What follows belongs to an exercise in optimizing a design on an open flow for a short achievable clock period and few clock cycles; a production flow would make more cautious choices.
Function was checked by simulation only, so behaviour that the tests miss may differ from the original.
Power and IR drop assume default switching activity.

`design.v`:
```
package cpu_pkg;
    typedef logic [31:0] word_t;
    typedef logic [4:0]  reg_idx_t;
endpackage
`timescale 1ns/1ns
module processor (
    input  logic           clock,
    input  logic           reset,
    output cpu_pkg::word_t address_imem,
    input  cpu_pkg::word_t q_imem,
    output cpu_pkg::word_t address_dmem,
    output cpu_pkg::word_t data,
    output logic           wren,
    input  cpu_pkg::word_t q_dmem,
    output logic             ctrl_writeEnable,
    output cpu_pkg::reg_idx_t ctrl_writeReg,
    output cpu_pkg::reg_idx_t ctrl_readRegA,
    output cpu_pkg::reg_idx_t ctrl_readRegB,
    output cpu_pkg::word_t    data_writeReg,
    input  cpu_pkg::word_t    data_readRegA,
    input  cpu_pkg::word_t    data_readRegB
);
    localparam logic [2:0] f_add = 3'd0, f_sub = 3'd1, f_and = 3'd2, f_or = 3'd3,
                           f_sll = 3'd4, f_sra = 3'd5, f_zero = 3'd6;
    logic [31:0] pc;
    logic        e_we;
    logic [4:0]  e_dest;
    logic        e_ld, e_st, e_br, e_bne, e_pred;
    logic [2:0]  e_fn;
    logic [4:0]  e_sh;
    logic [31:0] e_a, e_b, e_addr, e_alt;
    logic        e_fa, e_fb;
    logic        w_we;
    logic [4:0]  w_dest;
    logic [31:0] w_res;
    logic [31:0] ins;
    logic [4:0]  op, rd, rs, rt, rb;
    logic        is_r, is_addi, is_lw, is_sw, is_bne, is_blt, is_j, is_jal, is_br;
    logic [31:0] imm;
    assign ins     = q_imem;
    assign op      = ins[31:27];
    assign rd      = ins[26:22];
    assign rs      = ins[21:17];
    assign rt      = ins[16:12];
    assign imm     = {{15{ins[16]}}, ins[16:0]};
    assign is_r    = (op == 5'b00000);
    assign is_addi = (op == 5'b00101);
    assign is_lw   = (op == 5'b01000);
    assign is_sw   = (op == 5'b00111);
    assign is_bne  = (op == 5'b00010);
    assign is_blt  = (op == 5'b00110);
    assign is_j    = (op == 5'b00001);
    assign is_jal  = (op == 5'b00011);
    assign is_br   = is_bne | is_blt;
    assign rb      = is_r ? rt : rd;
    assign address_imem  = pc;
    assign ctrl_readRegA = rs;
    assign ctrl_readRegB = rb;
    logic        fd_we;
    logic [4:0]  fd_dest;
    assign fd_we   = ((is_r | is_addi | is_lw) && rd != 5'd0) || is_jal;
    assign fd_dest = is_jal ? 5'd31 : rd;
    logic        wfa, wfb, eha, ehb;
    logic [31:0] ra, rbv;
    assign wfa = w_we && (w_dest == rs);
    assign wfb = w_we && (w_dest == rb);
    assign ra  = wfa ? w_res : data_readRegA;
    assign rbv = wfb ? w_res : data_readRegB;
    assign eha = e_we && (e_dest == rs);
    assign ehb = e_we && (e_dest == rb);
    logic [31:0] pc1, br_target, fd_next, pc_next;
    logic        fd_resolved, fd_taken, take_br, stall, mispredict, kill;
    assign pc1       = pc + 32'd1;
    assign br_target = pc1 + imm;
    assign fd_resolved = !(eha || ehb);
    assign fd_taken    = is_bne ? (ra != rbv) : ($signed(rbv) < $signed(ra));
    assign take_br     = is_br && (fd_resolved ? fd_taken : imm[31]);
    always_comb begin
        if (is_j || is_jal) begin
            fd_next = {5'b0, ins[26:0]};
        end else if (take_br) begin
            fd_next = br_target;
        end else begin
            fd_next = pc1;
        end
    end
    assign stall = (is_lw || is_sw) && eha;
    assign kill  = stall || mispredict;
    always_comb begin
        if (mispredict) begin
            pc_next = e_alt;
        end else if (stall) begin
            pc_next = pc;
        end else begin
            pc_next = fd_next;
        end
    end
    logic [2:0] fd_fn;
    always_comb begin
        fd_fn = f_add;
        if (is_r) begin
            case (ins[6:2])
                5'd0: fd_fn = f_add;
                5'd1: fd_fn = f_sub;
                5'd2: fd_fn = f_and;
                5'd3: fd_fn = f_or;
                5'd4: fd_fn = f_sll;
                5'd5: fd_fn = f_sra;
                default: fd_fn = f_zero;
            endcase
        end
    end
    always_ff @(posedge clock) begin
        if (reset) begin
            pc     <= '0;
            e_we   <= 1'b0;
            e_dest <= '0;
            e_ld   <= 1'b0;
            e_st   <= 1'b0;
            e_br   <= 1'b0;
            e_bne  <= 1'b0;
            e_pred <= 1'b0;
            e_fn   <= '0;
            e_sh   <= '0;
            e_a    <= '0;
            e_b    <= '0;
            e_addr <= '0;
            e_alt  <= '0;
            e_fa   <= 1'b0;
            e_fb   <= 1'b0;
        end else begin
            pc     <= pc_next;
            e_we   <= fd_we && !kill;
            e_dest <= fd_dest;
            e_ld   <= is_lw;
            e_st   <= is_sw && !kill;
            e_br   <= is_br && !fd_resolved && !kill;
            e_bne  <= is_bne;
            e_pred <= imm[31];
            e_fn   <= fd_fn;
            e_sh   <= ins[11:7];
            e_a    <= is_jal ? pc1 : ra;
            e_b    <= is_addi ? imm : (is_jal ? 32'd0 : rbv);
            e_addr <= ra + imm;
            e_alt  <= imm[31] ? pc1 : br_target;
            e_fa   <= eha && !is_jal;
            e_fb   <= ehb && !is_addi && !is_jal;
        end
    end
    logic [31:0] op_a, op_b, alu, res;
    logic        taken_e;
    assign op_a = e_fa ? w_res : e_a;
    assign op_b = e_fb ? w_res : e_b;
    always_comb begin
        case (e_fn)
            f_add:   alu = op_a + op_b;
            f_sub:   alu = op_a - op_b;
            f_and:   alu = op_a & op_b;
            f_or:    alu = op_a | op_b;
            f_sll:   alu = op_a << e_sh;
            f_sra:   alu = 32'($signed(op_a) >>> e_sh);
            default: alu = 32'd0;
        endcase
    end
    assign res = e_ld ? q_dmem : alu;
    assign taken_e    = e_bne ? (op_a != op_b) : ($signed(op_b) < $signed(op_a));
    assign mispredict = e_br && (taken_e != e_pred);
    assign address_dmem = e_addr;
    assign data         = op_b;
    assign wren         = e_st;
    always_ff @(posedge clock) begin
        if (reset) begin
            w_we   <= 1'b0;
            w_dest <= '0;
            w_res  <= '0;
        end else begin
            w_we   <= e_we;
            w_dest <= e_dest;
            w_res  <= res;
        end
    end
    assign ctrl_writeEnable = w_we;
    assign ctrl_writeReg    = w_dest;
    assign data_writeReg    = w_res;
endmodule
```
`run.sh`:
```
#!/bin/bash
# synth_recipe.tcl (not shown) runs the flow's synth.tcl, then flattens the netlist and writes it again
# the make line also repeats each setting of config.mk as NAME=value (left out here)
make -C /OpenROAD-flow-scripts/flow DESIGN_CONFIG=/design/flow/config.mk WORK_HOME=/design/flow/orfs CLKGATE_MAP_FILE= SYNTH_SCRIPT=/design/flow/synth_recipe.tcl finish
```
`config.mk`:
```
export PLATFORM = sky130hd
export DESIGN_NAME = processor
export DESIGN_NICKNAME = processor
export VERILOG_FILES = /design/flow/design.v
export SDC_FILE = /design/flow/constraint.sdc
export NUM_CORES = 4
export LEC_CHECK = 0
export CAP_MARGIN = 20
export CORE_MARGIN = 2
export CORE_UTILIZATION = 40
export SLEW_MARGIN = 20
```
`constraint.sdc`:
```
create_clock -name core_clock -period 5.5 [get_ports {clock}]
set_input_delay 1.1000 -clock core_clock [delete_from_list [all_inputs] [get_ports {clock}]]
set_output_delay 1.1000 -clock core_clock [all_outputs]
set_load 0.01 [all_outputs]
```
==> flow_results.org <==
** Timing
- Worst-case clock skew :: 0.0429 ns
- The total count of hold-check failures in the final report came to 0.
- Of the available clock period, the critical path in the final layout requires 95.7%.
- The worst path in the final design needs a cycle of 5.26 ns, including I/O delays and setup.
- Setup violations remaining at the end of the flow were counted as 0.
- Top achievable clock speed :: 0.190 GHz
- Max-Slew Margin vs Limit :: 22.6%
- Setup repair after global routing left no endpoint under its margin.
- For the pin with the worst max-slew slack, the measured transition is 1.16 ns.
- The final number of max-transition violations was 0.
- For the final routed database, the setup TNS stands at 0 ns.

** Die
- Core area :: 56200 µm²
- Die extent in y :: 242 µm
- Die Footprint :: 58500 µm²
- Initial Utilization :: 40.3%
- The floorplan step set the die width to 242 µm.
- For this design the top-level I/O count stands at 275.
- # rows :: 87

** Pwr
- Pwr dens :: 213 nW/µm²
- Across the VDD grid, the largest voltage drop is 0.198 mV.
- The analysis attributes to cell leakage a power of 0.0125 µW.

** CTS
- Clock latency on the worst-skew pair :: 0.59 ns
- Clock tree buffer depth :: 3
- Cell chosen for the clock root :: clkbuf_16
- CTS clk-pin slew, worst paths :: 0.06 ns
- Number of levels in the clock H-tree :: 1
- For this design, the CTS-stage hold fixing added 0 buffers.
- The number of clock buffers added by TritonCTS is 28.
- Counting every sink on the clock net gives 219.
- Clock tree from TritonCTS :: yes

** Synthesis
- For this run, the number of Yosys warnings is 1.
- In this run, synthesis produced a sequential element count of 219.
- Cells after Synth :: 2950
- Ranked by instance count, the synthesized netlist is headed by 370 x nor2_1, 253 x nand2_1, 231 x a21oi_1.
- Yosys instantiated no cell more often than nor2_1.
- After synthesis, the share of flip-flops with an asynchronous set or reset is 0%.
- Most area-consuming cells after synthesis :: dfxtp_1 19%, ha_1 12%, mux2i_1 9.1%
- Summed over all instances, the cell type with the most area after synthesis is dfxtp_1.
- Of the synthesized area, sequential elements account for 19.4%.
- After synthesis, the netlist uses 86 different library cells.
- Primary FF master, synth :: dfxtp_1
- When the netlist entered floorplanning its net count stood at 3306.
- In this run the cell area of the synthesized design comes to 22600 µm².
- Number of synthesized flops with an enable pin :: 0
- A synthesized cell averages 7.67 µm².
- Of the post-synthesis cell area, the dominant cell type holds 19.4%.

** Placement
- Cell area reported after detailed placement :: 27500 µm²
- Routability Congestion :: 1.02
- Total instance count after detailed placement :: 4026
- Number of buffers inserted by port buffering :: 274
- After legalization and detailed placement, the total HPWL measured 81800 µm.

** Finish
- Post-route design area :: 28700 µm²
- Layout overhead on the synthesized area :: 26.9%
- Counting the fill cells in the layout gives 5475.
- The number of antenna diodes in the final layout is 0.
- Share of final-layout standard cells stronger than drive strength 1 :: 13.2%
- Summing all multi-input logic gate instances after layout gives 17000 µm².
- Post-route insts no fill :: 4092
- Net count of the finished layout :: 3670
- In the final layout, flip-flops and latches occupy 4390 µm².

** Flow run
- # Max-Cap Violations :: 0

** Worst setup path
- STA classifies the critical path endpoint as a register.
- Most frequent CP cell :: buf_12
- Data required time at the worst endpoint :: 5.91 ns
- Kind of critical path :: in -> reg
- The critical path goes through clkbuf_2 > nor2_4 > nand3b_4 > mux2i_4 > xnor2_1 > nor4_2 > and4b_2 > buf_12 > buf_12 > mux2_2 > ha_1 > nand3_1 > o21bai_1 > a31o_2 > a21oi_2 > mux2i_1 > and3_1 > a41oi_4 > buf_12 > buf_4 > nor2_1 > a211oi_1 > o32ai_1.
- Worst Setup SP :: q_imem[30]
- Worst path arrival time :: 5.68 ns
- Reg-to-reg startpoint :: e_fa
- Biggest fanout along the worst timing path :: 13
- Critical-path cell with the highest stage delay :: and4b_2
- Register-to-register path setup slack :: 0.61 ns
- Biggest cell delay along the critical path :: 0.43 ns
- Kind of start point of the critical path :: input pin

** Detailed routing
- DR iter-0 viols :: 2496
- Post-detailed-route count of antenna-violating nets :: 0
- Overall routed net length :: 102000 µm
- Number of search-and-repair iterations in the first detailed-routing pass :: 6
- After detailed routing, the average wire length per cell comes to 24.9 µm.
- Detailed-route DRC error count :: 0
- Via-per-instance ratio :: 6.02
- The routed layout has 24700 vias.

** Min path
- Launch point of the worst hold path :: e_alt[13]
- The path class of the tightest hold or removal check is reg -> reg.

** Global routing
- The number of global-route vias before repair came to 23900.
- Total global-route track usage :: 33.2%
- The number of antenna violations at the first check in global routing was 1.
- The total overflow left after global routing is 0.
- Wire length of the first global-routing pass :: 151000 µm
- Maximum number of pins on one net before global-route repair :: 74

** Run status
- Status :: finished clean
[placed cells by master, fill, tap and decap left out, types with 32 or more instances in the layout]
| cell | count |
|---|---|
| xnor2_1 | 60 |
| ha_1 | 222 |
| mux2_2 | 48 |
| mux2i_1 | 203 |
| nor2b_1 | 32 |
| mux4_2 | 34 |
| nor3_1 | 44 |
| nand3_1 | 51 |
| a21o_1 | 48 |
| dfxtp_1 | 214 |
| nand2_1 | 252 |
| a21oi_1 | 228 |
| xor2_1 | 46 |
| a211oi_1 | 92 |
| o21ai_0 | 165 |
| inv_1 | 156 |
| nor2_1 | 368 |
| buf_4 | 237 |
| clkdlybuf4s50_1 | 267 |
[worst max-delay path: cells and delay by family]
kind | cells | cell delay [ns]
adders and majority gates | 1 | 0.30
xor gates and xnor gates | 1 | 0.14
buffers and inverters | 5 | 0.83
AOI/OAI and AO/OA | 6 | 1.24
and+or+nand+nor | 7 | 1.37
muxes | 3 | 0.67
[final timing paths]
check               to  depth (start not counted)
max             pc[16]                         23
min             pc[13]                          2
max reg2reg  w_res[31]                         14
min reg2reg     pc[13]                          2
[flip-flops by register name (all words and copies together) (netlist names)]
name / count
e_br: 1
e_ld: 1
e_dest: 5
e_fa: 1
e_we: 1
e_addr: 32
pc: 32
e_fn: 3
e_pred: 1
w_we: 1
e_sh: 5
e_bne: 1
e_st: 1
w_dest: 5
w_res: 32
e_a: 32
e_b: 32
e_fb: 1
e_alt: 32
[what timing repair did]
action	CTS	global route
setup buffers	0	12
gates cloned	0	2
resized for setup	8	15
endpoints found under the setup margin	30	32
pin swaps	1	8
[cell type report]
type | instances | area share, %
Multi-Input combinational cell | 2382 | 59.2
Timing Repair Buffer | 522 | 16.5
Sequential cell | 219 | 15.3
Tap cell | 756 | 3.29
Clock buffer | 37 | 2.81
Inverter | 161 | 2.10
Clock inverter | 15 | 0.767
[where the power goes]
part	internal (µW)	switching, µW
combinational	938	1270
sequential	1710	146
clock	1260	792
[metrics by stage]
step                power, µW  utilization [%]  setup WS (ns)  hold slack [ns]
finish                   6120             51.1          0.236            0.449
global route             6360             51.1         0.0169            0.476
CTS                      6090             50.8         0.0307            0.452
detailed placement       4030             48.9         -0.832            0.444
global placement         4020             48.9         -0.720            0.437
floorplan                3060                -         0.0295            0.432
[kinds of logic (layout without fill, tap and decap cells)]
logic type	after synthesis	count (layout)	synth area share, %
buffers and inverters	349	735	6.09
XOR/XNOR	106	106	4.10
AO/OA/AOI/OAI	850	850	24.8
multiplexers	290	290	15.0
AND/OR/NAND/NOR	910	910	17.9
adder cells (fa/ha/maj)	226	226	12.6
flip-flops	219	219	19.4
[layer usage]
| metal | vias up | global-route usage [%] | wire length (µm) |
|---|---|---|---|
| met1 | 11800 | 44.3 | 42800 |
| met5 | - | 0 | 13 |
| li1 | 11400 | - | - |
| met2 | 1227 | 54.6 | 46900 |
| met4 | 2 | 12.6 | 4230 |
| met3 | 209 | 4.12 | 7980 |
Testbench counts, summed over its fixed seeds: cycles 28,407.

-- afterwards: timing with drivers on the ports --
In the flow no input, the clock included, has a driving cell. The finished layout below was timed again as built, in two steps. Step 1: set_driving_cell puts a clkbuf_16 on clock and a buf_2 on each other input, an assumption about the parent block. Step 2 moves the port delays by t, midway between the first and last clock arrival at a register: inputs arrive t later, outputs are due t later. That takes back most of the time a late clock gives input paths. Slacks: ideal ports / drivers / drivers and shift; pairs: ideal ports / drivers.
t, ns: 0.629
slack for setup (ns): 0.236 / 0.270 / -0.359
pins driven straight from the clock port: 1
With both steps, setup timing fails in this run, where it was met with ideal ports. For this run, drivers alone change the setup slack by +0.034 ns; drivers and shift together by -0.595 ns.
